Source: an optimization exercise on an open RTL-to-GDS flow (aim: small area, a short achievable clock period and few clock cycles). Production flows keep margins and buffers that such runs may drop.
Function was checked by simulation only, so behaviour that the tests miss may differ from the original.
Power and IR drop assume default switching activity.

## flow/run.sh

```bash
#!/bin/bash
# synth_recipe.tcl (not shown) runs the flow's synth.tcl, then flattens the netlist and writes it again
# the make line also repeats each setting of config.mk as NAME=value (left out here)
make -C /OpenROAD-flow-scripts/flow DESIGN_CONFIG=/design/flow/config.mk WORK_HOME=/design/flow/orfs CLKGATE_MAP_FILE= SYNTH_SCRIPT=/design/flow/synth_recipe.tcl finish
```

## flow/config.mk

```make
export PLATFORM = sky130hd
export DESIGN_NAME = rv_pipeline_top
export DESIGN_NICKNAME = rv_pipeline_top
export VERILOG_FILES = /design/flow/design.v
export SDC_FILE = /design/flow/constraint.sdc
export NUM_CORES = 4
export LEC_CHECK = 0
export CAP_MARGIN = 35
export CORE_MARGIN = 2
export CORE_UTILIZATION = 20
export PLACE_DENSITY = 0.4
export SLEW_MARGIN = 35
```

## flow/constraint.sdc

```tcl
create_clock -name core_clock -period 7.0 [get_ports {clk_i}]
set_input_delay 1.4000 -clock core_clock [delete_from_list [all_inputs] [get_ports {clk_i}]]
set_output_delay 1.4000 -clock core_clock [all_outputs]
set_load 0.01 [all_outputs]
```

## flow/design.v

```verilog
`timescale 1ns/1ns
package rv_pkg;
    localparam int XLEN        = 32;        
    localparam int REG_ADDR_W  = 5;         
    localparam int NUM_REGS    = 32;        
    localparam int DMEM_ADDR_W = 10;        
    localparam int PC_W        = 10;        
    typedef logic [XLEN-1:0]       word_t;
    typedef logic [REG_ADDR_W-1:0] reg_addr_t;
    typedef logic [PC_W-1:0]       pc_t;
endpackage
`timescale 1ns/1ns
module fetch_stage (
    input  logic              clk_i,
    input  logic              reset,
    output rv_pkg::word_t     imem_addr_o,
    input  rv_pkg::word_t     imem_data_i,
    input  logic              kill_i,
    input  rv_pkg::pc_t       kill_pc_i,
    output logic              halted_o,    
    output logic              x_valid_o,
    output rv_pkg::reg_addr_t x_rs1_o,
    output rv_pkg::reg_addr_t x_rs2_o,
    output rv_pkg::reg_addr_t x_rd_o,
    output logic              x_wr_o,      
    output logic              x_load_o,
    output logic              x_store_o,
    output logic              x_cbr_o,     
    output logic              x_pred_o,    
    output rv_pkg::pc_t       x_alt_o,     
    output logic              x_useimm_o,
    output logic              x_sub_o,
    output logic [2:0]        x_f3_o,      
    output logic [11:0]       x_imm_o,
    output logic              x_fwd_a_o,   
    output logic              x_fwd_b_o
);
    rv_pkg::pc_t pc_q, pc_next, seq, target, off;
    logic [31:0] ins;
    logic        is_op, is_opimm, is_load, is_store, is_br;
    logic        same, pred, selfloop, wr;
    rv_pkg::reg_addr_t rs1, rs2, rd;
    assign ins = imem_data_i;
    assign imem_addr_o = {20'd0, pc_q, 2'b00};
    assign is_op    = (ins[6:4] == 3'b011);
    assign is_opimm = (ins[6:4] == 3'b001);
    assign is_load  = (ins[6:4] == 3'b000);
    assign is_store = (ins[6:4] == 3'b010);
    assign is_br    = (ins[6:4] == 3'b110);
    assign rs1 = ins[19:15];
    assign rs2 = ins[24:20];
    assign rd  = ins[11:7];
    assign same     = (rs1 == rs2);
    assign pred     = is_br && (same || ins[31]);
    assign off      = {ins[7], ins[30:25], ins[11:9]};    
    assign seq      = pc_q + 10'd1;
    assign target   = pc_q + off;
    assign selfloop = is_br && same && !ins[31] && !ins[7] &&
                      (ins[30:25] == '0) && (ins[11:8] == '0);
    assign wr       = (is_op || is_opimm || is_load) && (rd != '0);
    always_comb begin
        if (kill_i)    pc_next = kill_pc_i;
        else if (pred) pc_next = target;
        else           pc_next = seq;
    end
    always_ff @(posedge clk_i or posedge reset) begin
        if (reset) begin
            pc_q      <= '0;
            halted_o  <= 1'b0;
            x_valid_o <= 1'b0;
        end else begin
            pc_q      <= pc_next;
            halted_o  <= halted_o || (selfloop && !kill_i);
            x_valid_o <= !kill_i;
        end
    end
    always_ff @(posedge clk_i) begin
        x_rs1_o    <= rs1;
        x_rs2_o    <= rs2;
        x_rd_o     <= rd;
        x_wr_o     <= wr;
        x_load_o   <= is_load;
        x_store_o  <= is_store;
        x_cbr_o    <= is_br && !same;
        x_pred_o   <= pred;
        x_alt_o    <= pred ? seq : target;
        x_useimm_o <= !is_op;
        x_sub_o    <= is_op && (ins[30] || ins[13]);
        x_f3_o     <= is_op ? ins[14:12] : 3'b000;
        x_imm_o    <= is_store ? {ins[31:25], ins[11:7]} : ins[31:20];
        x_fwd_a_o  <= x_valid_o && x_wr_o && (x_rd_o == rs1);
        x_fwd_b_o  <= x_valid_o && x_wr_o && (x_rd_o == rs2);
    end
endmodule
`timescale 1ns/1ns
module register_file (
    input  logic              clk_i,
    input  logic              reset,
    input  rv_pkg::reg_addr_t ra_addr_i,
    input  rv_pkg::reg_addr_t rb_addr_i,
    output rv_pkg::word_t     ra_data_o,
    output rv_pkg::word_t     rb_data_o,
    input  logic              we_i,
    input  rv_pkg::reg_addr_t wa_i,
    input  rv_pkg::word_t     wd_i
);
    rv_pkg::word_t regs [1:rv_pkg::NUM_REGS-1];
    logic [rv_pkg::NUM_REGS-1:1] written;
    always_ff @(posedge clk_i or posedge reset) begin
        if (reset) begin
            written <= '0;
        end else if (we_i && (wa_i != '0)) begin
            written[wa_i] <= 1'b1;
        end
    end
    always_ff @(posedge clk_i) begin
        if (we_i && (wa_i != '0)) begin
            regs[wa_i] <= wd_i;
        end
    end
    always_comb begin
        ra_data_o = '0;
        rb_data_o = '0;
        for (int i = 1; i < rv_pkg::NUM_REGS; i++) begin
            ra_data_o = ra_data_o | (regs[i] & {32{written[i] && (ra_addr_i == i[4:0])}});
            rb_data_o = rb_data_o | (regs[i] & {32{written[i] && (rb_addr_i == i[4:0])}});
        end
    end
endmodule
`timescale 1ns/1ns
`timescale 1ns/1ns
module execute_stage (
    input  logic              clk_i,
    input  logic              reset,
    input  logic              x_valid_i,
    input  rv_pkg::reg_addr_t x_rd_i,
    input  logic              x_wr_i,
    input  logic              x_load_i,
    input  logic              x_store_i,
    input  logic              x_cbr_i,
    input  logic              x_pred_i,
    input  logic              x_useimm_i,
    input  logic              x_sub_i,
    input  logic [2:0]        x_f3_i,
    input  logic [11:0]       x_imm_i,
    input  logic              x_fwd_a_i,
    input  logic              x_fwd_b_i,
    input  rv_pkg::word_t     ra_i,         
    input  rv_pkg::word_t     rb_i,
    input  rv_pkg::word_t     m_value_i,    
    output logic              kill_o,       
    output logic              m_wr_o,
    output logic              m_load_o,
    output logic              m_store_o,
    output rv_pkg::reg_addr_t m_rd_o,
    output rv_pkg::word_t     m_result_o,   
    output logic [rv_pkg::DMEM_ADDR_W-1:0] m_addr_o
);
    rv_pkg::word_t a, b, opb, sum, result;
    logic          slt;
    assign a   = x_fwd_a_i ? m_value_i : ra_i;
    assign b   = x_fwd_b_i ? m_value_i : rb_i;
    assign opb = x_useimm_i ? {{20{x_imm_i[11]}}, x_imm_i} : b;
    assign sum = a + (opb ^ {32{x_sub_i}}) + {31'd0, x_sub_i};
    assign slt = (a[31] != b[31]) ? a[31] : sum[31];
    always_comb begin
        case (x_f3_i)
            3'b111:  result = a & b;
            3'b110:  result = a | b;
            3'b010:  result = {31'd0, slt};
            default: result = sum;
        endcase
    end
    assign kill_o = x_valid_i && x_cbr_i && ((a == b) != x_pred_i);
    always_ff @(posedge clk_i or posedge reset) begin
        if (reset) begin
            m_wr_o    <= 1'b0;
            m_store_o <= 1'b0;
        end else begin
            m_wr_o    <= x_valid_i && x_wr_i;
            m_store_o <= x_valid_i && x_store_i;
        end
    end
    always_ff @(posedge clk_i) begin
        m_load_o   <= x_load_i;
        m_rd_o     <= x_rd_i;
        m_result_o <= x_store_i ? b : result;
        m_addr_o   <= sum[rv_pkg::DMEM_ADDR_W+1:2];
    end
endmodule
`timescale 1ns/1ns
`timescale 1ns/1ns
module rv_pipeline_top (
    input  logic                           clk_i,
    input  logic                           reset,
    output rv_pkg::word_t                  imem_addr_o,
    input  rv_pkg::word_t                  imem_data_i,
    output logic [rv_pkg::DMEM_ADDR_W-1:0] dmem_addr_o,
    output rv_pkg::word_t                  dmem_wdata_o,
    output logic                           dmem_we_o,
    input  rv_pkg::word_t                  dmem_rdata_i,
    input  rv_pkg::reg_addr_t              dbg_addr_i,
    output rv_pkg::word_t                  dbg_data_o
);
    logic              kill, halted;
    rv_pkg::pc_t       kill_pc;
    logic              x_valid, x_wr, x_load, x_store, x_cbr, x_pred;
    logic              x_useimm, x_sub, x_fwd_a, x_fwd_b;
    logic [2:0]        x_f3;
    logic [11:0]       x_imm;
    rv_pkg::reg_addr_t x_rs1, x_rs2, x_rd;
    rv_pkg::pc_t       x_alt;
    logic              m_wr, m_load, m_store;
    rv_pkg::reg_addr_t m_rd;
    rv_pkg::word_t     m_result, m_value;
    logic [rv_pkg::DMEM_ADDR_W-1:0] m_addr;
    rv_pkg::word_t     ra, rb;
    fetch_stage u_fetch (
        .clk_i       (clk_i),
        .reset       (reset),
        .imem_addr_o (imem_addr_o),
        .imem_data_i (imem_data_i),
        .kill_i      (kill),
        .kill_pc_i   (x_alt),
        .halted_o    (halted),
        .x_valid_o   (x_valid),
        .x_rs1_o     (x_rs1),
        .x_rs2_o     (x_rs2),
        .x_rd_o      (x_rd),
        .x_wr_o      (x_wr),
        .x_load_o    (x_load),
        .x_store_o   (x_store),
        .x_cbr_o     (x_cbr),
        .x_pred_o    (x_pred),
        .x_alt_o     (x_alt),
        .x_useimm_o  (x_useimm),
        .x_sub_o     (x_sub),
        .x_f3_o      (x_f3),
        .x_imm_o     (x_imm),
        .x_fwd_a_o   (x_fwd_a),
        .x_fwd_b_o   (x_fwd_b)
    );
    register_file u_regs (
        .clk_i     (clk_i),
        .reset     (reset),
        .ra_addr_i (halted ? dbg_addr_i : x_rs1),
        .rb_addr_i (x_rs2),
        .ra_data_o (ra),
        .rb_data_o (rb),
        .we_i      (m_wr),
        .wa_i      (m_rd),
        .wd_i      (m_value)
    );
    assign dbg_data_o = ra;
    execute_stage u_execute (
        .clk_i      (clk_i),
        .reset      (reset),
        .x_valid_i  (x_valid),
        .x_rd_i     (x_rd),
        .x_wr_i     (x_wr),
        .x_load_i   (x_load),
        .x_store_i  (x_store),
        .x_cbr_i    (x_cbr),
        .x_pred_i   (x_pred),
        .x_useimm_i (x_useimm),
        .x_sub_i    (x_sub),
        .x_f3_i     (x_f3),
        .x_imm_i    (x_imm),
        .x_fwd_a_i  (x_fwd_a),
        .x_fwd_b_i  (x_fwd_b),
        .ra_i       (ra),
        .rb_i       (rb),
        .m_value_i  (m_value),
        .kill_o     (kill),
        .m_wr_o     (m_wr),
        .m_load_o   (m_load),
        .m_store_o  (m_store),
        .m_rd_o     (m_rd),
        .m_result_o (m_result),
        .m_addr_o   (m_addr)
    );
    assign dmem_addr_o  = m_addr;
    assign dmem_wdata_o = m_result;
    assign dmem_we_o    = m_store;
    assign m_value      = m_load ? dmem_rdata_i : m_result;
endmodule
```

==> results_dict.tcl, run 1 <==
set metrics [dict create \
    whs_ps 337 \
    final_nets 4803 \
    dr.pass1.iters 8 \
    synth_edf_count 992 \
    p_int_mw 14.0 \
    grt_setup_unrepaired "false" \
    synth-async-reset-ratio 0.0397 \
    cts_made_buffers 133 \
    dr.first_iter.drc_count 8282 \
    setup_ws_ps 185 \
    rows 187 \
    p_sw_frac 0.306 \
    die_y_microns 515 \
    peakVddDrop_mv 0.284 \
    seq_power_share 0.431 \
    p_per_area_nw_per_um2 300 \
    drc_errors 0 \
    cp.arrival_ps 5420 \
    syn_avg_cell_area_sq_um 13.1 \
    slew_headroom 0.297 \
    drt-wirelength-per-cell_microns 37.3 \
    hpwlAfterDp_microns 198000 \
    grt_max_degree 65 \
    ff2ff_setup_slack_ps 250 \
    dpl.cell_count 7870 \
    endpoint_kind "output pin" \
    maxSlewViolCount 0 \
    die_area_sq_um 265000 \
    grt_first_pass_wirelength_microns 398000 \
    path_clk_slew_ps 60 \
    timing.fmax_mhz 147 \
    synth_top_cell_area_share 0.571 \
    ant_nets 0 \
    port_buffers 151 \
    critPathKind "input port to output pin" \
    grt_antenna_before_repair 10 \
    wl_microns 303000 \
    worst_ep_required_time_ps 5600 \
    synth-main-ff-cell "edfxtp_1" \
    yosysMostFrequentCell "edfxtp_1" \
    netlist_instances 3982 \
    place_ws_ps -607 \
    synth-seq-cells 1134 \
    die_w_microns 515 \
    coreArea_sq_um 260000 \
    yosysWarningCount 3 \
    hold_viol 0 \
    period_minus_slack_ps 6820 \
    cts_tree "done" \
    finalClockSkew_ps 31.1 \
    finalNonFillerCells 8126 \
    cts.sinks 1134 \
    insertion_delay_ps 810 \
    flow.area_growth_from_synthesis_pct 28.8 \
    synthTopCellsByArea "edfxtp_1 (57%), a22oi_1 (7.1%), dfxtp_1 (3.7%)" \
    grt_use_total 0.221 \
    cts_buffer_depth 3 \
    outcome "complete, no violations" \
    ys_seq_area_frac 0.629 \
    setup_viol_count_final 0 \
    via_per_inst 5.60 \
    worst_slew_pin_slew_ps 1050 \
    yosys.area.top_type "edfxtp_1" \
    start_util 0.201 \
    io_pins 178 \
    grt-ovfl-total 0 \
    min_path_type "flop to flop" \
    drive_gt1_frac 0.202 \
    p_switching_mw 6.18 \
    p_comb_frac 0.219 \
    finalCritPeriodShare 0.974 \
    fillers 26900 \
    root_buffer "clkbuf_16" \
    clock_power_share 0.350 \
    vias 45500 \
    syn-cell-area_sq_um 52200 \
    gp_congestion 0.919 \
    crit_fanout 9 \
    synth.cells.most_frequent "edfxtp_1 (992), a22oi_1 (496), clkbuf_1 (220)" \
    p_leak_nw 23.9 \
    start_kind "input port" \
    cap_violations 0 \
    yosys.cell_types.count 95 \
    htreeDepth 4 \
    grt_pass1_vias 43300 \
]
per-layer routing:
layer | vias to the layer above | track usage | wire, microns
li1 | 17600 | - | -
met1 | 23200 | 0.271 | 114000
met2 | 3770 | 0.345 | 134000
met3 | 940 | 0.0694 | 36700
met4 | 8 | 0.115 | 18600
met5 | - | 0 | 47
through the flow:
step / area (sq um) / power [mW] / TNS [ps] / util
after global routing: 67200 / 20.8 / 0 / 0.259
after CTS: 67100 / 20.1 / 0 / 0.258
after floorplan: 52300 / 10.6 / 0 / -
after detailed placement: 62800 / 13.1 / -12580 / 0.242
after global placement: 62400 / 13.1 / -12170 / 0.240
final: 67300 / 20.2 / 0 / 0.259
power groups by stage:
stage | clock (mW) | combinational [mW] | sequential, mW
3_3_place_gp | 0 | 4.26 | 8.84
5_1_grt | 7.36 | 4.72 | 8.73
2_1_floorplan | 0 | 1.85 | 8.72
6_report | 7.06 | 4.42 | 8.70
4_1_cts | 7.12 | 4.28 | 8.70
3_5_place_dp | 0 | 4.27 | 8.84
worst paths after layout:
path / startpoint / to / cells past startpoint
hold / removal: u_fetch.x_load_o$_DFF_P_ / u_execute.m_load_o$_DFF_P_ / 0
hold reg to reg: u_fetch.x_load_o$_DFF_P_ / u_execute.m_load_o$_DFF_P_ / 0
setup / recovery: dbg_addr_i[3] / dbg_data_o[26] / 11
max in group asynchronous: reset / u_regs.written[2]$_DFFE_PP0P_ / 3
setup reg to reg: u_fetch.x_rs2_o[4]$_DFF_P_ / u_execute.m_result_o[28]$_DFF_P_ / 24
min in group asynchronous: reset / u_fetch.pc_q[0]$_DFF_PP0_ / 3
worst max-delay path, stage by stage:
cell,delay (ps)
clkdlybuf4s50_1,600
or4bb_1,610
buf_4,190
a221oi_4,430
buf_4,370
buf_4,360
a221oi_1,140
nand3_1,80
or4_1,380
buf_4,250
clkdlybuf4s50_1,550
timing repair:
action | in CTS | in global routing
hold buffers | 0 | 0
endpoints found under the setup margin | 0 | 3
setup buffers | 0 | 0
resized for setup | 0 | 9
sequential cells by signal, indices dropped and copies added, names as in the netlist, 3 cells and up:
register              count
u_fetch.pc_q             10
u_regs.written           31
u_fetch.x_imm_o          12
u_execute.m_addr_o       10
u_regs.regs             992
u_fetch.x_rs1_o           5
u_fetch.x_rd_o            5
u_execute.m_rd_o          5
u_fetch.x_f3_o            3
u_fetch.x_rs2_o           5
u_execute.m_result_o     32
u_fetch.x_alt_o          10
cell families (layout without fill, tap and decap cells):
logic type,after synthesis,after routing,synth area share
adder cells (fa/ha/maj),119,119,0.0288
buffers and inverters,437,1152,0.0335
XOR/XNOR,93,93,0.0159
AND/OR/NAND/NOR,800,800,0.0828
AO/OA/AOI/OAI,1337,1337,0.198
multiplexers,61,61,0.0121
flip-flops,1134,1134,0.629
other,1,28,0.0000718
layout by cell type, fill, tap and decap left out, types with 28 or more instances in the layout:
master,instances
a221oi_1,181
a21oi_1,123
a22oi_1,496
nor2_1,47
nand4_1,108
mux2i_1,44
a22o_1,155
o21ai_0,134
dfrtp_1,45
ha_1,117
dfxtp_1,87
nand2_1,198
inv_1,131
buf_12,52
nor2_4,29
and3_2,28
xor2_1,54
a222oi_1,97
clkinv_1,38
nand3_1,154
edfxtp_1,992
buf_4,524
clkbuf_16,140
xnor2_1,38
nor3_1,51
clkdlybuf4s50_1,151
area by class of cell:
cell class,instances,area (sq um),share of cell area
inverter,145,544,0.00809
antenna,6,15.0,0.000223
sequential,1134,32900,0.489
timing repair buffer,767,7110,0.106
clock buffer,163,3600,0.0535
tap,3402,4260,0.0633
multi-input combinational,2432,18200,0.270
clock inverter,77,707,0.0105
Testbench counts, summed over its fixed seeds: cycles 44,866.
==> run 2: changes to the inputs <==
--- a/flow/design.v
+++ b/flow/design.v
@@ -17,10 +17,17 @@
     input  rv_pkg::word_t     imem_data_i,
     input  logic              kill_i,
     input  rv_pkg::pc_t       kill_pc_i,
+    output rv_pkg::reg_addr_t ra_addr_o,
+    output rv_pkg::reg_addr_t rb_addr_o,
+    input  rv_pkg::word_t     ra_i,
+    input  rv_pkg::word_t     rb_i,
+    input  logic              m_wr_i,
+    input  rv_pkg::reg_addr_t m_rd_i,
+    input  rv_pkg::word_t     m_value_i,
     output logic              halted_o,    
     output logic              x_valid_o,
-    output rv_pkg::reg_addr_t x_rs1_o,
-    output rv_pkg::reg_addr_t x_rs2_o,
+    output rv_pkg::word_t     x_a_o,
+    output rv_pkg::word_t     x_b_o,
     output rv_pkg::reg_addr_t x_rd_o,
     output logic              x_wr_o,      
     output logic              x_load_o,
@@ -58,6 +65,8 @@
     assign selfloop = is_br && same && !ins[31] && !ins[7] &&
                       (ins[30:25] == '0) && (ins[11:8] == '0);
     assign wr       = (is_op || is_opimm || is_load) && (rd != '0);
+    assign ra_addr_o = rs1;
+    assign rb_addr_o = rs2;
     always_comb begin
         if (kill_i)    pc_next = kill_pc_i;
         else if (pred) pc_next = target;
@@ -75,8 +84,8 @@
         end
     end
     always_ff @(posedge clk_i) begin
-        x_rs1_o    <= rs1;
-        x_rs2_o    <= rs2;
+        x_a_o      <= (m_wr_i && (m_rd_i == rs1)) ? m_value_i : ra_i;
+        x_b_o      <= (m_wr_i && (m_rd_i == rs2)) ? m_value_i : rb_i;
         x_rd_o     <= rd;
         x_wr_o     <= wr;
         x_load_o   <= is_load;
@@ -145,8 +154,8 @@
     input  logic [11:0]       x_imm_i,
     input  logic              x_fwd_a_i,
     input  logic              x_fwd_b_i,
-    input  rv_pkg::word_t     ra_i,         
-    input  rv_pkg::word_t     rb_i,
+    input  rv_pkg::word_t     x_a_i,        
+    input  rv_pkg::word_t     x_b_i,
     input  rv_pkg::word_t     m_value_i,    
     output logic              kill_o,       
     output logic              m_wr_o,
@@ -158,10 +167,10 @@
 );
     rv_pkg::word_t a, b, opb, sum, result;
     logic          slt;
-    assign a   = x_fwd_a_i ? m_value_i : ra_i;
-    assign b   = x_fwd_b_i ? m_value_i : rb_i;
+    assign a   = x_fwd_a_i ? m_value_i : x_a_i;
+    assign b   = x_fwd_b_i ? m_value_i : x_b_i;
     assign opb = x_useimm_i ? {{20{x_imm_i[11]}}, x_imm_i} : b;
-    assign sum = a + (opb ^ {32{x_sub_i}}) + {31'd0, x_sub_i};
+    prefix_adder u_add (.a_i(a), .b_i(opb ^ {32{x_sub_i}}), .c_i(x_sub_i), .s_o(sum));
     assign slt = (a[31] != b[31]) ? a[31] : sum[31];
     always_comb begin
         case (x_f3_i)
@@ -188,6 +197,37 @@
         m_addr_o   <= sum[rv_pkg::DMEM_ADDR_W+1:2];
     end
 endmodule
+module prefix_adder (
+    input  rv_pkg::word_t a_i,
+    input  rv_pkg::word_t b_i,
+    input  logic          c_i,
+    output rv_pkg::word_t s_o
+);
+    logic [32:0] g [0:5];
+    logic [32:0] p [0:5];
+    always_comb begin
+        g[0][0] = c_i;
+        p[0][0] = 1'b0;
+        for (int i = 0; i < 32; i++) begin
+            g[0][i+1] = a_i[i] & b_i[i];
+            p[0][i+1] = a_i[i] ^ b_i[i];
+        end
+        for (int l = 0; l < 5; l++) begin
+            for (int i = 0; i < 33; i++) begin
+                if (((i >> l) & 1) == 1) begin
+                    g[l+1][i] = g[l][i] | (p[l][i] & g[l][((i >> l) << l) - 1]);
+                    p[l+1][i] = p[l][i] & p[l][((i >> l) << l) - 1];
+                end else begin
+                    g[l+1][i] = g[l][i];
+                    p[l+1][i] = p[l][i];
+                end
+            end
+        end
+        for (int i = 0; i < 32; i++) begin
+            s_o[i] = p[0][i+1] ^ g[5][i];
+        end
+    end
+endmodule
 `timescale 1ns/1ns
 `timescale 1ns/1ns
 module rv_pipeline_top (
@@ -203,17 +243,18 @@
     output rv_pkg::word_t                  dbg_data_o
 );
     logic              kill, halted;
-    rv_pkg::pc_t       kill_pc;
     logic              x_valid, x_wr, x_load, x_store, x_cbr, x_pred;
     logic              x_useimm, x_sub, x_fwd_a, x_fwd_b;
     logic [2:0]        x_f3;
     logic [11:0]       x_imm;
-    rv_pkg::reg_addr_t x_rs1, x_rs2, x_rd;
+    rv_pkg::reg_addr_t x_rd;
     rv_pkg::pc_t       x_alt;
+    rv_pkg::word_t     x_a, x_b;
     logic              m_wr, m_load, m_store;
     rv_pkg::reg_addr_t m_rd;
     rv_pkg::word_t     m_result, m_value;
     logic [rv_pkg::DMEM_ADDR_W-1:0] m_addr;
+    rv_pkg::reg_addr_t ra_addr, rb_addr;
     rv_pkg::word_t     ra, rb;
     fetch_stage u_fetch (
         .clk_i       (clk_i),
@@ -222,10 +263,17 @@
         .imem_data_i (imem_data_i),
         .kill_i      (kill),
         .kill_pc_i   (x_alt),
+        .ra_addr_o   (ra_addr),
+        .rb_addr_o   (rb_addr),
+        .ra_i        (ra),
+        .rb_i        (rb),
+        .m_wr_i      (m_wr),
+        .m_rd_i      (m_rd),
+        .m_value_i   (m_value),
         .halted_o    (halted),
         .x_valid_o   (x_valid),
-        .x_rs1_o     (x_rs1),
-        .x_rs2_o     (x_rs2),
+        .x_a_o       (x_a),
+        .x_b_o       (x_b),
         .x_rd_o      (x_rd),
         .x_wr_o      (x_wr),
         .x_load_o    (x_load),
@@ -243,8 +291,8 @@
     register_file u_regs (
         .clk_i     (clk_i),
         .reset     (reset),
-        .ra_addr_i (halted ? dbg_addr_i : x_rs1),
-        .rb_addr_i (x_rs2),
+        .ra_addr_i (halted ? dbg_addr_i : ra_addr),
+        .rb_addr_i (rb_addr),
         .ra_data_o (ra),
         .rb_data_o (rb),
         .we_i      (m_wr),
@@ -268,8 +316,8 @@
         .x_imm_i    (x_imm),
         .x_fwd_a_i  (x_fwd_a),
         .x_fwd_b_i  (x_fwd_b),
-        .ra_i       (ra),
-        .rb_i       (rb),
+        .x_a_i      (x_a),
+        .x_b_i      (x_b),
         .m_value_i  (m_value),
         .kill_o     (kill),
         .m_wr_o     (m_wr),
==> flow/config.mk (replaced) <==
export PLATFORM = sky130hd
export DESIGN_NAME = rv_pipeline_top
export DESIGN_NICKNAME = rv_pipeline_top
export VERILOG_FILES = /design/flow/design.v
export SDC_FILE = /design/flow/constraint.sdc
export NUM_CORES = 4
export LEC_CHECK = 0
export CAP_MARGIN = 20
export CORE_MARGIN = 2
export CORE_UTILIZATION = 35
export PLACE_DENSITY = 0.5
export SETUP_SLACK_MARGIN = 2.0
export SLEW_MARGIN = 20
==> results_dict.tcl, run 2 <==
set metrics [dict create \
    htreeDepth 4 \
    grt_setup_unrepaired "true" \
    power.total_mw 19.7 \
    root_buffer "clkbuf_16" \
    crit_buf_inv 5 \
    r2r_end "u_execute.m_result_o[29]$_DFF_P_" \
    p_per_area_nw_per_um2 296 \
    grt-ovfl-total 0 \
    synth-seq-cells 1188 \
    synth.cells.most_frequent "edfxtp_1 (992), a22oi_1 (425), clkbuf_1 (286)" \
    grt_max_degree 63 \
    final_area_sq_um 66500 \
    peakVddDrop_mv 0.194 \
    endpoint "dbg_data_o[14]" \
    cts.sinks 1188 \
    netlist_instances 4075 \
    grt_pass1_vias 42200 \
    cts_made_buffers 130 \
    synth-main-ff-cell "edfxtp_1" \
    setup_tns_ps 0 \
    gp_congestion 0.951 \
    outcome "complete, no violations" \
    start_kind "input port" \
    dr.pass1.iters 12 \
    io_pins 178 \
    flow.area_growth_from_synthesis_pct 24.9 \
    final_common_cell "edfxtp_1" \
    cts_hold_buf 0 \
    yosysWarningCount 6 \
    hold_viol 0 \
    vias 46200 \
    hpwlAfterDp_microns 153000 \
    p_leak_nw 23.7 \
    syn_avg_cell_area_sq_um 13.1 \
    setup_viol_count_final 0 \
    yosys.cell_types.count 75 \
    syn-cell-area_sq_um 53200 \
    mostFrequentLayoutCells "edfxtp_1 (992), a22oi_1 (415), buf_4 (278), a22o_1 (233), a221oi_1 (193)" \
    worst_ep_required_time_ps 5600 \
    critical_path.startpoint "dbg_addr_i[2]" \
    ant_nets 0 \
    finalCritPeriodShare 0.731 \
    yosys.area.top_type "edfxtp_1" \
    endpoint_kind "output pin" \
    critPathTopFamily "simple AND/OR/NAND/NOR gates" \
    grt_antenna_before_repair 13 \
    wl_microns 279000 \
    slowest_delay_ps 550 \
    insertion_delay_ps 790 \
    finalNonFillerCells 6591 \
    worst_r2r_path_depth 14 \
    min_path_type "flop to flop" \
    maxSlewViolCount 0 \
    multi_input_area_sq_um 18700 \
    drive_gt1_frac 0.206 \
    drc_errors 0 \
    synth-async-reset-ratio 0.0379 \
    period_minus_slack_ps 5120 \
    finalClockSkew_ps 36.7 \
    synth_edf_count 992 \
    crit_fanout 8 \
    drt-wirelength-per-cell_microns 42.3 \
    yosysMostFrequentCell "edfxtp_1" \
    reg2reg_from "u_fetch.x_useimm_o$_DFF_P_" \
    slew_headroom 0.106 \
    die_area_sq_um 155000 \
    die_w_microns 394 \
    final-seq-area_sq_um 34000 \
    cp_num_cells 12 \
    cp.arrival_ps 3720 \
    dpl.cell_count 6133 \
    cts_tree "done" \
    fillers 13800 \
    placedInstanceArea_sq_um 58300 \
    coreArea_sq_um 152000 \
    dr.first_iter.drc_count 9719 \
    crit_path_top_delay_cell "or4_4" \
    largest_reg_flops 992 \
    path_clk_slew_ps 60 \
    cap_violations 0 \
    largest-register "u_regs.regs" \
    synthTopCellsByArea "edfxtp_1 (56%), a22oi_1 (6.0%), dfxtp_1 (5.7%)" \
    start_util 0.351 \
    ys_seq_area_frac 0.638 \
    port_buffers 151 \
    cp_common_cell "buf_6" \
    grt_first_pass_wirelength_microns 368000 \
    crit_chain "buf_8, nand2_4, buf_6, o32ai_4, buf_4, and3_4, a22o_4, a221oi_4, nand3_1, or4_4, buf_12, buf_6" \
    die_y_microns 394 \
    final_nets 4648 \
    ff2ff_setup_slack_ps 2170 \
    worst_slew_pin_slew_ps 1340 \
    synth_top_cell_area_share 0.560 \
    grt_use_total 0.346 \
    cts_buffer_depth 3 \
    critPathKind "input port to output pin" \
    via_per_inst 7.00 \
    rows 143 \
    timing.fmax_mhz 195 \
]
-- run 2: changes by cell type after synthesis, sizes merged, moves of 34 or more --
cell and delta:
nand2 -99, a221oi +57, a21o +34, dfxtp +54
clkbuf +65, nor2 +109, o21ai -34, a22oi -71
a22o +80
-- run 2: worst min-delay path by stage --
stage	start	end	slack [ps]	cells after the start
after floorplan	u_fetch.x_load_o$_DFF_P_	u_execute.m_load_o$_DFF_P_	310	0
after global placement	u_fetch.x_load_o$_DFF_P_	u_execute.m_load_o$_DFF_P_	310	0
after detailed placement	u_fetch.x_load_o$_DFF_P_	u_execute.m_load_o$_DFF_P_	310	0
after CTS	u_fetch.x_load_o$_DFF_P_	u_execute.m_load_o$_DFF_P_	330	0
after global routing	u_fetch.x_load_o$_DFF_P_	u_execute.m_load_o$_DFF_P_	330	0
final	u_fetch.x_load_o$_DFF_P_	u_execute.m_load_o$_DFF_P_	320	0
-- run 2: cells by family after synthesis --
group,share of synthesized area
DFF,0.638
and+or+nand+nor,0.0728
muxes,0.0107
AOI/OAI and AO/OA,0.197
other,0.0000705
xor gates and xnor gates,0.0165
buffers and inverters,0.0360
adders and majority gates,0.0292
-- run 2: final cells by class --
class / instances / area share
sequential: 1188 / 0.511
antenna: 4 / 0.000151
clock inverter: 68 / 0.0117
timing repair buffer: 582 / 0.0971
tap: 2030 / 0.0382
multi-input combinational: 2426 / 0.282
clock buffer: 165 / 0.0530
inverter: 128 / 0.00742
-- run 2: metrics by stage --
stage | hold slack, ps | util | setup slack (ps)
2_1_floorplan | 310 | - | 2070
3_3_place_gp | 311 | 0.385 | 415
3_5_place_dp | 314 | 0.385 | 408
4_1_cts | 325 | 0.432 | 1920
5_1_grt | 327 | 0.439 | 1840
6_report | 324 | 0.439 | 1880
-- run 2: per-layer routing --
metal	global-route usage	routed length, microns	up-vias
met4	0.205	21300	23
met2	0.500	115000	4882
met3	0.146	45000	1301
met5	0.00985	435	-
li1	-	-	17200
met1	0.429	96600	22700
-- run 2: worst register-to-register path, delay by kind of cell, from the launching register on --
family	cells	cell delay [ps]
AOI/OAI and AO/OA	8	2210
and+or+nand+nor	3	1230
buffers and inverters	1	460
adders and majority gates	1	410
DFF	1	310
xor gates and xnor gates	1	110
-- run 2: repair_timing --
item | CTS | global route
gates cloned | 11 | 2
endpoints found under the setup margin | 40 | 45
pin swaps | 97 | 72
gates resized for setup | 421 | 99
setup buffers | 146 | 61
-- run 2: power by group --
part           internal [mW]  switching, mW  total, mW
logic                   1.26           2.38       3.63
registers               8.70          0.310       9.01
clock network           4.07           2.98       7.05
total                   14.0           5.67       19.7
Testbench counts of run 2, summed over its fixed seeds: cycles 44,866.
==> run 3: changes to the inputs <==
--- a/flow/design.v
+++ b/flow/design.v
@@ -127,14 +127,23 @@
             regs[wa_i] <= wd_i;
         end
     end
+    rv_pkg::word_t ra_lo, ra_hi, rb_lo, rb_hi;
     always_comb begin
-        ra_data_o = '0;
-        rb_data_o = '0;
-        for (int i = 1; i < rv_pkg::NUM_REGS; i++) begin
-            ra_data_o = ra_data_o | (regs[i] & {32{written[i] && (ra_addr_i == i[4:0])}});
-            rb_data_o = rb_data_o | (regs[i] & {32{written[i] && (rb_addr_i == i[4:0])}});
+        ra_lo = '0;
+        ra_hi = '0;
+        rb_lo = '0;
+        rb_hi = '0;
+        for (int i = 1; i < 16; i++) begin
+            ra_lo = ra_lo | (regs[i] & {32{written[i] && (ra_addr_i[3:0] == i[3:0])}});
+            rb_lo = rb_lo | (regs[i] & {32{written[i] && (rb_addr_i[3:0] == i[3:0])}});
+        end
+        for (int i = 16; i < 32; i++) begin
+            ra_hi = ra_hi | (regs[i] & {32{written[i] && (ra_addr_i[3:0] == i[3:0])}});
+            rb_hi = rb_hi | (regs[i] & {32{written[i] && (rb_addr_i[3:0] == i[3:0])}});
         end
     end
+    assign ra_data_o = ra_addr_i[4] ? ra_hi : ra_lo;
+    assign rb_data_o = rb_addr_i[4] ? rb_hi : rb_lo;
 endmodule
 `timescale 1ns/1ns
 `timescale 1ns/1ns
==> flow/flow/run.sh (new file) <==
#!/bin/bash
# The standard layout, with plain buffers (not delay cells) on the ports.
# Each tool's full output stays in the ORFS logs under orfs/logs; make's own
# output goes to standard.log in this folder.
set -euo pipefail
bash standard.sh "BUFFER_PORTS_ARGS=-buffer_cell sky130_fd_sc_hd__buf_2" finish > standard.log 2>&1
==> flow/standard.sh (new file) <==
#!/bin/bash
# synth_recipe.tcl (not shown) runs the flow's synth.tcl, then flattens the netlist and writes it again
# the make line also repeats each setting of config.mk as NAME=value (left out here)
make -C /OpenROAD-flow-scripts/flow DESIGN_CONFIG=/design/flow/config.mk WORK_HOME=/design/flow/orfs CLKGATE_MAP_FILE= SYNTH_SCRIPT=/design/flow/synth_recipe.tcl "${@:-finish}"
--- a/flow/config.mk
+++ b/flow/config.mk
@@ -7,7 +7,10 @@
 export LEC_CHECK = 0
 export CAP_MARGIN = 20
 export CORE_MARGIN = 2
-export CORE_UTILIZATION = 35
-export PLACE_DENSITY = 0.5
+export CORE_UTILIZATION = 45
+export CTS_BUF_LIST = sky130_fd_sc_hd__clkbuf_8 sky130_fd_sc_hd__clkbuf_16
+export CTS_CLUSTER_DIAMETER = 80
+export CTS_CLUSTER_SIZE = 24
+export PLACE_DENSITY = 0.6
 export SETUP_SLACK_MARGIN = 2.0
 export SLEW_MARGIN = 20
removed: flow/run.sh
==> results_dict.tcl, run 3 <==
set metrics [dict create \
    grt_pass1_vias 40400 \
    root_buffer "clkbuf_16" \
    cts_made_buffers 59 \
    gp_congestion 0.969 \
    yosys.cell_types.count 82 \
    cap_violations 0 \
    cts_tree "done" \
    largest_reg_flops 992 \
    power.total_mw 16.0 \
    crit_fanout 12 \
    worst_ep_required_time_ps 5600 \
    synth-async-reset-ratio 0.0379 \
    ys_seq_area_frac 0.630 \
    worst_slew_pin_slew_ps 1160 \
    cts_buffer_depth 3 \
    finalCritPeriodShare 0.734 \
    maxSlewViolCount 0 \
    wl_microns 235000 \
    synth-main-ff-cell "edfxtp_1" \
    synth.cells.most_frequent "edfxtp_1 (992), a22oi_1 (603), clkbuf_1 (271)" \
    yosysWarningCount 6 \
    p_leak_nw 21.6 \
    yosys.area.top_type "edfxtp_1" \
    p_switching_mw 4.90 \
    path_clk_slew_ps 90 \
    p_sw_frac 0.306 \
    syn-cell-area_sq_um 53800 \
    outcome "complete, no violations" \
    via_per_inst 7.26 \
    clock_power_share 0.253 \
    largest-register "u_regs.regs" \
    drc_errors 0 \
    ant_nets 0 \
    whs_ps 337 \
    grt_use_total 0.371 \
    endpoint "dbg_data_o[12]" \
    cp.arrival_ps 3740 \
    yosysMostFrequentCell "edfxtp_1" \
    synth_top_cell_area_share 0.553 \
    rows 126 \
    dr.first_iter.drc_count 9347 \
    hold_viol 0 \
    p_comb_frac 0.201 \
    grt_max_degree 69 \
    worst_r2r_path_depth 15 \
    die_w_microns 350 \
    cts_hold_buf 0 \
    die_area_sq_um 122000 \
    start_kind "input port" \
    insertion_delay_ps 760 \
    ff2ff_setup_slack_ps 2300 \
    drive_gt1_frac 0.193 \
    critical_path.startpoint "imem_data_i[17]" \
    vias 44600 \
    critPathKind "input port to output pin" \
    start_util 0.455 \
    peakVddDrop_mv 0.207 \
    die_y_microns 350 \
    synth_edf_count 992 \
    coreArea_sq_um 118000 \
    slew_headroom 0.226 \
    final_nets 4679 \
    grt_setup_unrepaired "true" \
    r2r_end "u_execute.m_result_o[31]$_DFF_P_" \
    dr.pass1.iters 8 \
    grt_first_pass_wirelength_microns 318000 \
    seq_power_share 0.546 \
    flow.area_growth_from_synthesis_pct 16.4 \
    final_common_cell "edfxtp_1" \
    fillers 9812 \
    syn_avg_cell_area_sq_um 12.7 \
    port_buffers 151 \
    timing.fmax_mhz 195 \
    period_minus_slack_ps 5140 \
    synthTopCellsByArea "edfxtp_1 (55%), a22oi_1 (8.4%), dfxtp_1 (5.6%)" \
    grt_antenna_before_repair 2 \
    cts.sinks 1188 \
    endpoint_kind "output pin" \
    setup_viol_count_final 0 \
    final_area_sq_um 62700 \
    mostFrequentLayoutCells "edfxtp_1 (992), a22oi_1 (586), buf_4 (256), a21oi_1 (204), nand2_1 (191)" \
    drt-wirelength-per-cell_microns 38.3 \
    reg2reg_from "u_execute.m_load_o$_DFF_P_" \
    placedInstanceArea_sq_um 56900 \
    synth-seq-cells 1188 \
    p_int_mw 11.1 \
    min_path_type "flop to flop" \
    htreeDepth 2 \
    grt-ovfl-total 0 \
    hpwlAfterDp_microns 132000 \
    finalClockSkew_ps 43.8 \
    p_per_area_nw_per_um2 255 \
    setup_tns_ps 0 \
    io_pins 178 \
    netlist_instances 4246 \
]
run 3: cell types whose count changed in the layout (fill, tap and decap cells not counted), sizes merged, moves of 78 or more:
cell	change
a22oi	+179
a22o	-135
a221oi	-109
clkdlybuf4s50	-109
clkbuf	-104
nand2	+97
a21oi	+78
run 3: worst min path at each step:
stage | to | cells past startpoint | start
floorplan | u_execute.m_load_o$_DFF_P_ | 0 | u_fetch.x_load_o$_DFF_P_
global placement | u_execute.m_load_o$_DFF_P_ | 0 | u_fetch.x_load_o$_DFF_P_
detailed placement | u_execute.m_load_o$_DFF_P_ | 0 | u_fetch.x_load_o$_DFF_P_
CTS | u_execute.m_load_o$_DFF_P_ | 0 | u_fetch.x_load_o$_DFF_P_
global route | u_execute.m_load_o$_DFF_P_ | 0 | u_fetch.x_load_o$_DFF_P_
finish | u_execute.m_load_o$_DFF_P_ | 0 | u_fetch.x_load_o$_DFF_P_
run 3: routing by layer:
metal  share of wire  GRT usage
met2            0.41      0.523
met1            0.35      0.481
met4           0.083      0.242
met5         0.00023    0.00785
met3            0.16      0.135
run 3: power by group through the flow:
stage	Sequential (mW)	Combinational, mW	Clock (mW)
finish	8.75	3.22	4.05
global route	8.76	3.39	4.28
detailed placement	8.83	2.83	0
CTS	8.71	3.00	4.04
floorplan	8.77	1.56	0
global placement	8.83	2.79	0
run 3: worst max-delay path: stages:
cell and delay [ps]:
buf_12 120, or3b_4 330, nand2_8 120, and3_4 220
buf_12 140, buf_16 170, a22oi_2 120, nand4_1 160
nor3_4 530, a31oi_2 100, buf_6 170, buf_6 120
run 3: layout make-up:
cell class              instances  area, sq um  area share
clock inverters                49          313     0.00499
repair buffers                509         4670      0.0745
well taps                    1600         2000      0.0319
diodes                          6         15.0    0.000240
clock buffers                  62         1530      0.0244
flip-flops and latches       1188        34000       0.542
multi-input cells            2602        19700       0.314
inverters                     127          493     0.00786
run 3: cells by family after synthesis:
kind of cell,Yosys count,share of synthesized area
xor+xnor,92,0.0150
other cells,1,0.0000697
buf+inv,491,0.0368
simple gates,834,0.0798
fa+ha+maj,121,0.0288
mux,55,0.0108
flops,1188,0.630
compound gates,1464,0.198
run 3: repair_timing:
action	CTS	global route
pin swaps	69	84
buffers inserted	135	41
resized for setup	266	122
endpoints found under the hold margin	0	0
endpoints found under the setup margin	33	51
cloned	19	4
run 3: per-stage QoR:
stage | cells | setup slack [ps] | util
after floorplan | 4267 | 2090 | -
after global placement | 5825 | 595 | 0.480
after detailed placement | 5825 | 598 | 0.480
after CTS | 6090 | 1950 | 0.519
after global routing | 6137 | 1910 | 0.529
final | 6143 | 1860 | 0.529
Testbench counts of run 3, summed over its fixed seeds: cycles 44,866.
==> run 4: changes to the inputs <==
--- a/flow/config.mk
+++ b/flow/config.mk
@@ -7,10 +7,10 @@
 export LEC_CHECK = 0
 export CAP_MARGIN = 20
 export CORE_MARGIN = 2
-export CORE_UTILIZATION = 45
+export CORE_UTILIZATION = 50
 export CTS_BUF_LIST = sky130_fd_sc_hd__clkbuf_8 sky130_fd_sc_hd__clkbuf_16
-export CTS_CLUSTER_DIAMETER = 80
-export CTS_CLUSTER_SIZE = 24
-export PLACE_DENSITY = 0.6
+export CTS_CLUSTER_DIAMETER = 70
+export CTS_CLUSTER_SIZE = 20
+export PLACE_DENSITY = 0.65
 export SETUP_SLACK_MARGIN = 2.0
 export SLEW_MARGIN = 20
==> results_dict.tcl, run 4 <==
set metrics [dict create \
    drive_gt1_frac 0.199 \
    hpwlAfterDp_microns 128000 \
    yosysWarningCount 6 \
    synthTopCellsByArea "edfxtp_1 (55%), a22oi_1 (8.4%), dfxtp_1 (5.6%)" \
    syn_avg_cell_area_sq_um 12.7 \
    syn-cell-area_sq_um 53800 \
    netlist_instances 4246 \
    synthSimpleGateAreaFrac 0.0798 \
    rows 120 \
    final_common_cell "edfxtp_1" \
    critPathKind "input port to output pin" \
    cts_tree "done" \
    place_ws_ps 999 \
    insertion_delay_ps 710 \
    port_buffers 151 \
    synthMuxAreaShare 0.0108 \
    synth-seq-cells 1188 \
    grt-ovfl-total 0 \
    vias 45300 \
    synth_edf_count 992 \
    flow.area_growth_from_synthesis_pct 16.6 \
    grt_setup_unrepaired "true" \
    path_clk_slew_ps 80 \
    cts_buffer_depth 3 \
    setup_tns_ps 0 \
    grt_pass1_vias 41600 \
    synth-async-reset-ratio 0.0379 \
    synth_xor_xnor_area_share 0.0150 \
    slew_headroom 0.149 \
    cts.sinks 1188 \
    htreeDepth 3 \
    power.total_mw 16.6 \
    yosys.cell_types.count 82 \
    dr.pass1.iters 13 \
    crit_fanout 11 \
    dr.first_iter.drc_count 10200 \
    period_minus_slack_ps 5240 \
    endpoint_kind "output pin" \
    drt-wirelength-per-cell_microns 38.8 \
    worst_slew_pin_slew_ps 1280 \
    maxSlewViolCount 0 \
    timing.fmax_mhz 191 \
    finalClockSkew_ps 42.8 \
    ant_nets 0 \
    final_area_sq_um 62800 \
    grt_antenna_before_repair 11 \
    mostFrequentLayoutCells "edfxtp_1 (992), a22oi_1 (590), buf_4 (279), a21oi_1 (202), nand2_1 (190)" \
    hold_viol 0 \
    largest-register "u_regs.regs" \
    synth-main-ff-cell "edfxtp_1" \
    setup_viol_count_final 0 \
    root_buffer "clkbuf_16" \
    worst_ep_required_time_ps 5600 \
    die_y_microns 332 \
    io_pins 178 \
    whs_ps 342 \
    die_area_sq_um 110000 \
    drc_errors 0 \
    setup_ws_ps 1760 \
    ys_seq_area_frac 0.630 \
    via_per_inst 7.57 \
    p_per_area_nw_per_um2 265 \
    cp.arrival_ps 3840 \
    die_w_microns 332 \
    synth.cells.most_frequent "edfxtp_1 (992), a22oi_1 (603), clkbuf_1 (271)" \
    min_path_type "flop to flop" \
    start_kind "input port" \
    largest_reg_flops 992 \
    start_util 0.504 \
    yosysMostFrequentCell "edfxtp_1" \
    finalCritPeriodShare 0.749 \
    synth_top_family_by_area "compound AO/OA/AOI/OAI gates" \
    gp_congestion 0.995 \
    final_nets 4717 \
    grt_max_degree 69 \
    grt_first_pass_wirelength_microns 317000 \
    placedInstanceArea_sq_um 56700 \
    coreArea_sq_um 107000 \
    cap_violations 0 \
    synth_top_cell_area_share 0.553 \
    wl_microns 232000 \
    synthAdderAreaFrac 0.0288 \
    yosys.area.top_type "edfxtp_1" \
    cts_made_buffers 76 \
    outcome "complete, no violations" \
    synth_compound_area_frac 0.198 \
    grt_use_total 0.406 \
    p_leak_nw 21.8 \
    peakVddDrop_mv 0.174 \
]
run 4: cell count changes in the layout (fill, tap and decap cells not counted), moves of 4 or more:
cell,change
and3_4,+5
a221oi_2,-5
buf_4,+23
clkbuf_16,+13
diode_2,+5
a221oi_1,+5
inv_1,-14
buf_6,+10
a22oi_1,+4
buf_12,-13
a22oi_2,-4
run 4: final timing paths:
| path | start | end | slack [ps] | depth (start not counted) |
|---|---|---|---|---|
| worst max register to register | u_execute.m_load_o$_DFF_P_ | u_execute.m_result_o[31]$_DFF_P_ | 2240 | 17 |
| min in group asynchronous | reset | u_execute.m_wr_o$_DFF_PP0_ | 900 | 3 |
| max in group asynchronous | reset | u_fetch.halted_o$_DFF_PP0_ | 5590 | 3 |
| worst min-delay path | u_fetch.x_load_o$_DFF_P_ | u_execute.m_load_o$_DFF_P_ | 340 | 0 |
| worst min register to register | u_fetch.x_load_o$_DFF_P_ | u_execute.m_load_o$_DFF_P_ | 340 | 0 |
| worst max-delay path | dbg_addr_i[2] | dbg_data_o[24] | 1760 | 10 |
run 4: area by class of cell:
class,count,area (sq um)
clock buffer,79,1950
fill,8387,44100
antenna,11,27.5
inverter,127,479
sequential,1188,34000
multi-input combinational,2606,19600
tap,1403,1760
clock inverter,45,360
timing repair buffer,526,4610
run 4: logic make-up after synthesis:
group                    Yosys count
AO/OA/AOI/OAI                   1464
adder cells (fa/ha/maj)          121
other                              1
buffers and inverters            491
flip-flops                      1188
XOR/XNOR                          92
AND/OR/NAND/NOR                  834
multiplexers                      55
run 4: report_power, final:
| group | total (mW) | switching [mW] | internal (mW) |
|---|---|---|---|
| Combinational | 3.20 | 2.21 | 0.998 |
| Clock | 4.68 | 2.51 | 2.17 |
| Sequential | 8.76 | 0.317 | 8.45 |
run 4: metal layers:
layer / vias to the layer above / GRT usage / share of wire
met1: 21700 / 0.508 / 0.33
met5: - / 0.0187 / 0.0019
met4: 22 / 0.275 / 0.084
met3: 1131 / 0.197 / 0.18
met2: 4944 / 0.551 / 0.40
li1: 17500 / - / -
run 4: what timing repair did:
action                     CTS  global route
hold endpoints to repair     0             0
setup endpoints to repair   54            45
setup buffers              149            41
pin swaps                   58            70
hold buffers                 0             0
gates cloned                26             0
gates resized for setup    237           116
run 4: worst max-delay path, stage by stage:
cell	delay, ps
buf_6	100
inv_2	60
a32o_4	360
and3_4	270
buf_6	190
a22o_1	190
a221oi_2	170
nand4_1	550
o21a_4	390
buf_6	130
run 4: through the flow:
stage           util  instances
6_report       0.587       5985
5_1_grt        0.587       5976
4_1_cts        0.577       5931
3_5_place_dp   0.530       5632
3_3_place_gp   0.530       5632
2_1_floorplan      -       4267
==> run 5: changes to the inputs <==
--- a/flow/design.v
+++ b/flow/design.v
@@ -21,9 +21,7 @@
     output rv_pkg::reg_addr_t rb_addr_o,
     input  rv_pkg::word_t     ra_i,
     input  rv_pkg::word_t     rb_i,
-    input  logic              m_wr_i,
-    input  rv_pkg::reg_addr_t m_rd_i,
-    input  rv_pkg::word_t     m_value_i,
+    input  rv_pkg::word_t     x_value_i,
     output logic              halted_o,    
     output logic              x_valid_o,
     output rv_pkg::word_t     x_a_o,
@@ -38,9 +36,7 @@
     output logic              x_useimm_o,
     output logic              x_sub_o,
     output logic [2:0]        x_f3_o,      
-    output logic [11:0]       x_imm_o,
-    output logic              x_fwd_a_o,   
-    output logic              x_fwd_b_o
+    output logic [11:0]       x_imm_o
 );
     rv_pkg::pc_t pc_q, pc_next, seq, target, off;
     logic [31:0] ins;
@@ -84,8 +80,8 @@
         end
     end
     always_ff @(posedge clk_i) begin
-        x_a_o      <= (m_wr_i && (m_rd_i == rs1)) ? m_value_i : ra_i;
-        x_b_o      <= (m_wr_i && (m_rd_i == rs2)) ? m_value_i : rb_i;
+        x_a_o      <= (x_valid_o && x_wr_o && (x_rd_o == rs1)) ? x_value_i : ra_i;
+        x_b_o      <= (x_valid_o && x_wr_o && (x_rd_o == rs2)) ? x_value_i : rb_i;
         x_rd_o     <= rd;
         x_wr_o     <= wr;
         x_load_o   <= is_load;
@@ -97,8 +93,6 @@
         x_sub_o    <= is_op && (ins[30] || ins[13]);
         x_f3_o     <= is_op ? ins[14:12] : 3'b000;
         x_imm_o    <= is_store ? {ins[31:25], ins[11:7]} : ins[31:20];
-        x_fwd_a_o  <= x_valid_o && x_wr_o && (x_rd_o == rs1);
-        x_fwd_b_o  <= x_valid_o && x_wr_o && (x_rd_o == rs2);
     end
 endmodule
 `timescale 1ns/1ns
@@ -148,10 +142,7 @@
 `timescale 1ns/1ns
 `timescale 1ns/1ns
 module execute_stage (
-    input  logic              clk_i,
-    input  logic              reset,
     input  logic              x_valid_i,
-    input  rv_pkg::reg_addr_t x_rd_i,
     input  logic              x_wr_i,
     input  logic              x_load_i,
     input  logic              x_store_i,
@@ -161,23 +152,21 @@
     input  logic              x_sub_i,
     input  logic [2:0]        x_f3_i,
     input  logic [11:0]       x_imm_i,
-    input  logic              x_fwd_a_i,
-    input  logic              x_fwd_b_i,
-    input  rv_pkg::word_t     x_a_i,        
+    input  rv_pkg::word_t     x_a_i,
     input  rv_pkg::word_t     x_b_i,
-    input  rv_pkg::word_t     m_value_i,    
     output logic              kill_o,       
-    output logic              m_wr_o,
-    output logic              m_load_o,
-    output logic              m_store_o,
-    output rv_pkg::reg_addr_t m_rd_o,
-    output rv_pkg::word_t     m_result_o,   
-    output logic [rv_pkg::DMEM_ADDR_W-1:0] m_addr_o
+    output logic              we_o,
+    output rv_pkg::word_t     value_o,
+    output logic [rv_pkg::DMEM_ADDR_W-1:0] dmem_addr_o,
+    output rv_pkg::word_t     dmem_wdata_o,
+    output logic              dmem_we_o,
+    input  rv_pkg::word_t     dmem_rdata_i
 );
     rv_pkg::word_t a, b, opb, sum, result;
+    logic [11:0]   addr;
     logic          slt;
-    assign a   = x_fwd_a_i ? m_value_i : x_a_i;
-    assign b   = x_fwd_b_i ? m_value_i : x_b_i;
+    assign a   = x_a_i;
+    assign b   = x_b_i;
     assign opb = x_useimm_i ? {{20{x_imm_i[11]}}, x_imm_i} : b;
     prefix_adder u_add (.a_i(a), .b_i(opb ^ {32{x_sub_i}}), .c_i(x_sub_i), .s_o(sum));
     assign slt = (a[31] != b[31]) ? a[31] : sum[31];
@@ -190,21 +179,12 @@
         endcase
     end
     assign kill_o = x_valid_i && x_cbr_i && ((a == b) != x_pred_i);
-    always_ff @(posedge clk_i or posedge reset) begin
-        if (reset) begin
-            m_wr_o    <= 1'b0;
-            m_store_o <= 1'b0;
-        end else begin
-            m_wr_o    <= x_valid_i && x_wr_i;
-            m_store_o <= x_valid_i && x_store_i;
-        end
-    end
-    always_ff @(posedge clk_i) begin
-        m_load_o   <= x_load_i;
-        m_rd_o     <= x_rd_i;
-        m_result_o <= x_store_i ? b : result;
-        m_addr_o   <= sum[rv_pkg::DMEM_ADDR_W+1:2];
-    end
+    assign addr         = a[11:0] + x_imm_i;
+    assign dmem_addr_o  = addr[rv_pkg::DMEM_ADDR_W+1:2];
+    assign dmem_wdata_o = b;
+    assign dmem_we_o    = x_valid_i && x_store_i;
+    assign we_o    = x_valid_i && x_wr_i;
+    assign value_o = x_load_i ? dmem_rdata_i : result;
 endmodule
 module prefix_adder (
     input  rv_pkg::word_t a_i,
@@ -253,16 +233,14 @@
 );
     logic              kill, halted;
     logic              x_valid, x_wr, x_load, x_store, x_cbr, x_pred;
-    logic              x_useimm, x_sub, x_fwd_a, x_fwd_b;
+    logic              x_useimm, x_sub;
     logic [2:0]        x_f3;
     logic [11:0]       x_imm;
     rv_pkg::reg_addr_t x_rd;
     rv_pkg::pc_t       x_alt;
     rv_pkg::word_t     x_a, x_b;
-    logic              m_wr, m_load, m_store;
-    rv_pkg::reg_addr_t m_rd;
-    rv_pkg::word_t     m_result, m_value;
-    logic [rv_pkg::DMEM_ADDR_W-1:0] m_addr;
+    logic              x_we;
+    rv_pkg::word_t     x_value;
     rv_pkg::reg_addr_t ra_addr, rb_addr;
     rv_pkg::word_t     ra, rb;
     fetch_stage u_fetch (
@@ -276,9 +254,7 @@
         .rb_addr_o   (rb_addr),
         .ra_i        (ra),
         .rb_i        (rb),
-        .m_wr_i      (m_wr),
-        .m_rd_i      (m_rd),
-        .m_value_i   (m_value),
+        .x_value_i   (x_value),
         .halted_o    (halted),
         .x_valid_o   (x_valid),
         .x_a_o       (x_a),
@@ -293,9 +269,7 @@
         .x_useimm_o  (x_useimm),
         .x_sub_o     (x_sub),
         .x_f3_o      (x_f3),
-        .x_imm_o     (x_imm),
-        .x_fwd_a_o   (x_fwd_a),
-        .x_fwd_b_o   (x_fwd_b)
+        .x_imm_o     (x_imm)
     );
     register_file u_regs (
         .clk_i     (clk_i),
@@ -304,40 +278,30 @@
         .rb_addr_i (rb_addr),
         .ra_data_o (ra),
         .rb_data_o (rb),
-        .we_i      (m_wr),
-        .wa_i      (m_rd),
-        .wd_i      (m_value)
+        .we_i      (x_we),
+        .wa_i      (x_rd),
+        .wd_i      (x_value)
     );
     assign dbg_data_o = ra;
     execute_stage u_execute (
-        .clk_i      (clk_i),
-        .reset      (reset),
-        .x_valid_i  (x_valid),
-        .x_rd_i     (x_rd),
-        .x_wr_i     (x_wr),
-        .x_load_i   (x_load),
-        .x_store_i  (x_store),
-        .x_cbr_i    (x_cbr),
-        .x_pred_i   (x_pred),
-        .x_useimm_i (x_useimm),
-        .x_sub_i    (x_sub),
-        .x_f3_i     (x_f3),
-        .x_imm_i    (x_imm),
-        .x_fwd_a_i  (x_fwd_a),
-        .x_fwd_b_i  (x_fwd_b),
-        .x_a_i      (x_a),
-        .x_b_i      (x_b),
-        .m_value_i  (m_value),
-        .kill_o     (kill),
-        .m_wr_o     (m_wr),
-        .m_load_o   (m_load),
-        .m_store_o  (m_store),
-        .m_rd_o     (m_rd),
-        .m_result_o (m_result),
-        .m_addr_o   (m_addr)
+        .x_valid_i    (x_valid),
+        .x_wr_i       (x_wr),
+        .x_load_i     (x_load),
+        .x_store_i    (x_store),
+        .x_cbr_i      (x_cbr),
+        .x_pred_i     (x_pred),
+        .x_useimm_i   (x_useimm),
+        .x_sub_i      (x_sub),
+        .x_f3_i       (x_f3),
+        .x_imm_i      (x_imm),
+        .x_a_i        (x_a),
+        .x_b_i        (x_b),
+        .kill_o       (kill),
+        .we_o         (x_we),
+        .value_o      (x_value),
+        .dmem_addr_o  (dmem_addr_o),
+        .dmem_wdata_o (dmem_wdata_o),
+        .dmem_we_o    (dmem_we_o),
+        .dmem_rdata_i (dmem_rdata_i)
     );
-    assign dmem_addr_o  = m_addr;
-    assign dmem_wdata_o = m_result;
-    assign dmem_we_o    = m_store;
-    assign m_value      = m_load ? dmem_rdata_i : m_result;
 endmodule
--- a/flow/config.mk
+++ b/flow/config.mk
@@ -7,10 +7,10 @@
 export LEC_CHECK = 0
 export CAP_MARGIN = 20
 export CORE_MARGIN = 2
-export CORE_UTILIZATION = 50
+export CORE_UTILIZATION = 45
 export CTS_BUF_LIST = sky130_fd_sc_hd__clkbuf_8 sky130_fd_sc_hd__clkbuf_16
-export CTS_CLUSTER_DIAMETER = 70
-export CTS_CLUSTER_SIZE = 20
-export PLACE_DENSITY = 0.65
+export CTS_CLUSTER_DIAMETER = 80
+export CTS_CLUSTER_SIZE = 24
+export PLACE_DENSITY = 0.6
 export SETUP_SLACK_MARGIN = 2.0
 export SLEW_MARGIN = 20
==> results_dict.tcl, run 5 <==
set metrics [dict create \
    cts_made_buffers 56 \
    finalClockSkew_ps 51.0 \
    outcome "complete, no violations" \
    cts.sinks 1136 \
    setup_viol_count_final 0 \
    drc_errors 0 \
    dr.pass1.iters 14 \
    synthSimpleGateAreaFrac 0.0711 \
    synth_edf_count 992 \
    synth-main-ff-cell "edfxtp_1" \
    start_util 0.453 \
    p_per_area_nw_per_um2 254 \
    dpl.cell_count 5517 \
    grt_setup_unrepaired "true" \
    grt-ovfl-total 0 \
    final_nets 4494 \
    finalCritPeriodShare 0.738 \
    cts_tree "done" \
    htreeDepth 2 \
    cap_violations 0 \
    cp.arrival_ps 3770 \
    yosysWarningCount 6 \
    synthTopCellsByArea "edfxtp_1 (57%), a22oi_1 (8.1%), dfxtp_1 (3.9%)" \
    ys_seq_area_frac 0.634 \
    synthMuxAreaShare 0.0153 \
    finalNonFillerCells 5844 \
    period_minus_slack_ps 5170 \
    setup_ws_ps 1830 \
    timing.fmax_mhz 193 \
    reg.largest.list "u_regs.regs: 992 flops, u_fetch.x_a_o: 32 flops, u_fetch.x_b_o: 32 flops" \
    worst_slew_pin_slew_ps 1160 \
    synth_xor_xnor_area_share 0.0157 \
    mostFrequentLayoutCells "edfxtp_1 (992), a22oi_1 (543), buf_4 (249), inv_1 (164)" \
    io_pins 178 \
    grt_pass1_vias 39700 \
    largest_reg_flops 992 \
    port_buffers 151 \
    synth.cells.most_frequent "edfxtp_1 (992), a22oi_1 (560), clkbuf_1 (252)" \
    synth_compound_area_frac 0.195 \
    die_y_microns 343 \
    synthAdderAreaFrac 0.0326 \
    cts_buffer_depth 3 \
    via_per_inst 7.43 \
    dr.first_iter.drc_count 10500 \
    setup_tns_ps 0 \
    drive_gt1_frac 0.213 \
    power.total_mw 15.8 \
    cts_hold_buf 0 \
    hold_viol 0 \
    flow.area_growth_from_synthesis_pct 20.2 \
    synth-seq-cells 1136 \
    endpoint_kind "output pin" \
    die_area_sq_um 118000 \
    syn_avg_cell_area_sq_um 13.1 \
    p_leak_nw 21.4 \
    maxSlewViolCount 0 \
    largest-register "u_regs.regs" \
    grt_first_pass_wirelength_microns 315000 \
    syn-cell-area_sq_um 51800 \
    insertion_delay_ps 750 \
    grt_antenna_before_repair 8 \
    slew_headroom 0.220 \
    rows 124 \
    min_path_type "flop to flop" \
    crit_fanout 8 \
    grt_use_total 0.383 \
    critPathKind "input port to output pin" \
    netlist_instances 3951 \
    coreArea_sq_um 114000 \
    yosys.cell_types.count 78 \
    ant_nets 0 \
    worst_ep_required_time_ps 5600 \
    gp_congestion 0.951 \
    synth_top_family_by_area "compound AO/OA/AOI/OAI gates" \
    drt-wirelength-per-cell_microns 40.3 \
    yosysMostFrequentCell "edfxtp_1" \
    start_kind "input port" \
    final_common_cell "edfxtp_1" \
    hpwlAfterDp_microns 129000 \
    root_buffer "clkbuf_16" \
    wl_microns 235000 \
    place_ws_ps 986 \
    peakVddDrop_mv 0.220 \
    path_clk_slew_ps 90 \
    yosys.area.top_type "edfxtp_1" \
    vias 43400 \
    synth-async-reset-ratio 0.0379 \
    die_w_microns 343 \
    synth_top_cell_area_share 0.575 \
    grt_max_degree 50 \
]
-- run 5: changes by cell type after synthesis, sizes merged, moves of 34 or more --
cell,previous run,this run
a21o,56,11
a21oi,216,130
a222oi,68,127
a22o,100,62
a22oi,604,560
and3,110,44
buf,93,59
dfxtp,151,101
nand2,195,129
-- run 5: worst paths after layout --
| kind | endpoint | startpoint | depth (start not counted) | slack, ps |
|---|---|---|---|---|
| worst max-delay path | dbg_data_o[6] | imem_data_i[18] | 13 | 1830 |
| worst min-delay path | u_fetch.pc_q[2]$_DFF_PP0_ | u_fetch.x_alt_o[2]$_DFF_P_ | 2 | 460 |
| worst max register to register | u_regs.regs[11][20]$_DFFE_PP_ | u_fetch.x_imm_o[11]$_DFF_P_ | 14 | 2180 |
| worst min register to register | u_fetch.pc_q[2]$_DFF_PP0_ | u_fetch.x_alt_o[2]$_DFF_P_ | 2 | 460 |
| max in group asynchronous | u_fetch.halted_o$_DFF_PP0_ | reset | 3 | 5690 |
| min in group asynchronous | u_regs.written[2]$_DFFE_PP0P_ | reset | 3 | 840 |
-- run 5: timing repair --
action | 4_1_cts | 5_1_grt
buffers inserted | 116 | 69
endpoints found under the setup margin | 187 | 350
gates resized for setup | 248 | 113
pin swaps | 87 | 88
cloned | 33 | 8
-- run 5: cell type report --
type,instances,area [sq um]
Clock buffer,57,1430
Timing Repair Buffer,567,6150
Fill cell,9257,52000
Sequential cell,1136,32900
Antenna cell,5,12.5
Timing Repair inverter,5,37.5
Inverter,150,586
Multi-Input combinational cell,2375,19000
Clock inverter,37,269
Tap cell,1512,1890
-- run 5: through the flow --
stage | util | instance area, sq um | hold slack, ps
2_1_floorplan | - | 51900 | 410
3_3_place_gp | 0.490 | 56000 | 426
3_5_place_dp | 0.490 | 56000 | 438
4_1_cts | 0.533 | 60900 | 460
5_1_grt | 0.545 | 62300 | 480
6_report | 0.545 | 62300 | 456
-- run 5: per-layer routing --
| layer | part of all wire | global-route usage | vias to the layer above |
|---|---|---|---|
| met1 | 0.34 | 0.494 | 21100 |
| li1 | - | - | 16800 |
| met3 | 0.17 | 0.149 | 973 |
| met4 | 0.083 | 0.243 | 12 |
| met5 | 0.00076 | 0 | - |
| met2 | 0.41 | 0.540 | 4555 |
-- run 5: logic make-up (layout without fill, tap and decap cells) --
kind of cell    after synthesis  count (layout)
xor+xnor                     93              93
fa+ha+maj                   132             132
simple gates                713             713
flops                      1136            1136
buf+inv                     461             816
other cells                   1              27
mux                          75              75
compound gates             1340            1340
-- run 5: worst max-delay path, stage by stage --
cell and delay [ps]:
buf_12 110, or3b_4 320, buf_4 150, a221oi_4 60, buf_12 160, buf_16 160, buf_12 180, a22oi_1 270
nand4_1 150, a2111oi_1 390, nor2_1 100, buf_4 180, buf_6 120
-- run 5: report_power, final --
| part | switching [mW] | total, mW | internal [mW] |
|---|---|---|---|
| clock | 2.28 | 3.83 | 1.55 |
| sequential | 0.224 | 8.39 | 8.17 |
| combinational | 2.48 | 3.60 | 1.12 |
| total | 4.98 | 15.8 | 10.8 |
Testbench counts of run 5, summed over its fixed seeds: cycles 44,786.

-- port drivers added, routing unchanged --
The flow's constraints put no driver on any port. The routed layouts listed below were extracted and timed again, unchanged, in two steps. Step 1: set_driving_cell puts a clkbuf_16 on clk_i and a buf_2 on each other input, an assumption about the parent block. Step 2, shift: input delay + t, output delay - t, t = (earliest + latest rising clock arrival at the registers) / 2. This alone moves slack from input paths to output paths. Slacks: no drivers / after step 1 / after step 2; pairs: no drivers / after step 1.
run | t (ns) | setup slack, ns | worst register clock-pin slew, ns
run 1 | 0.885 | 0.185 / 0.152 / -0.560 | 0.07 / 0.07
run 2 | 0.864 | 1.880 / 1.832 / 1.245 | 0.07 / 0.07
run 3 | 0.804 | 1.860 / 1.811 / 1.459 | 0.11 / 0.11
run 4 | 0.760 | 1.760 / 1.697 / 1.506 | 0.09 / 0.09
run 5 | 0.794 | 1.831 / 1.776 / 1.750 | 0.11 / 0.11
With both steps, setup timing fails in run 1, where it was met with ideal ports. The setup slack of run 1, which loses most, moves by -0.033 ns with the drivers and by -0.745 ns with both steps.
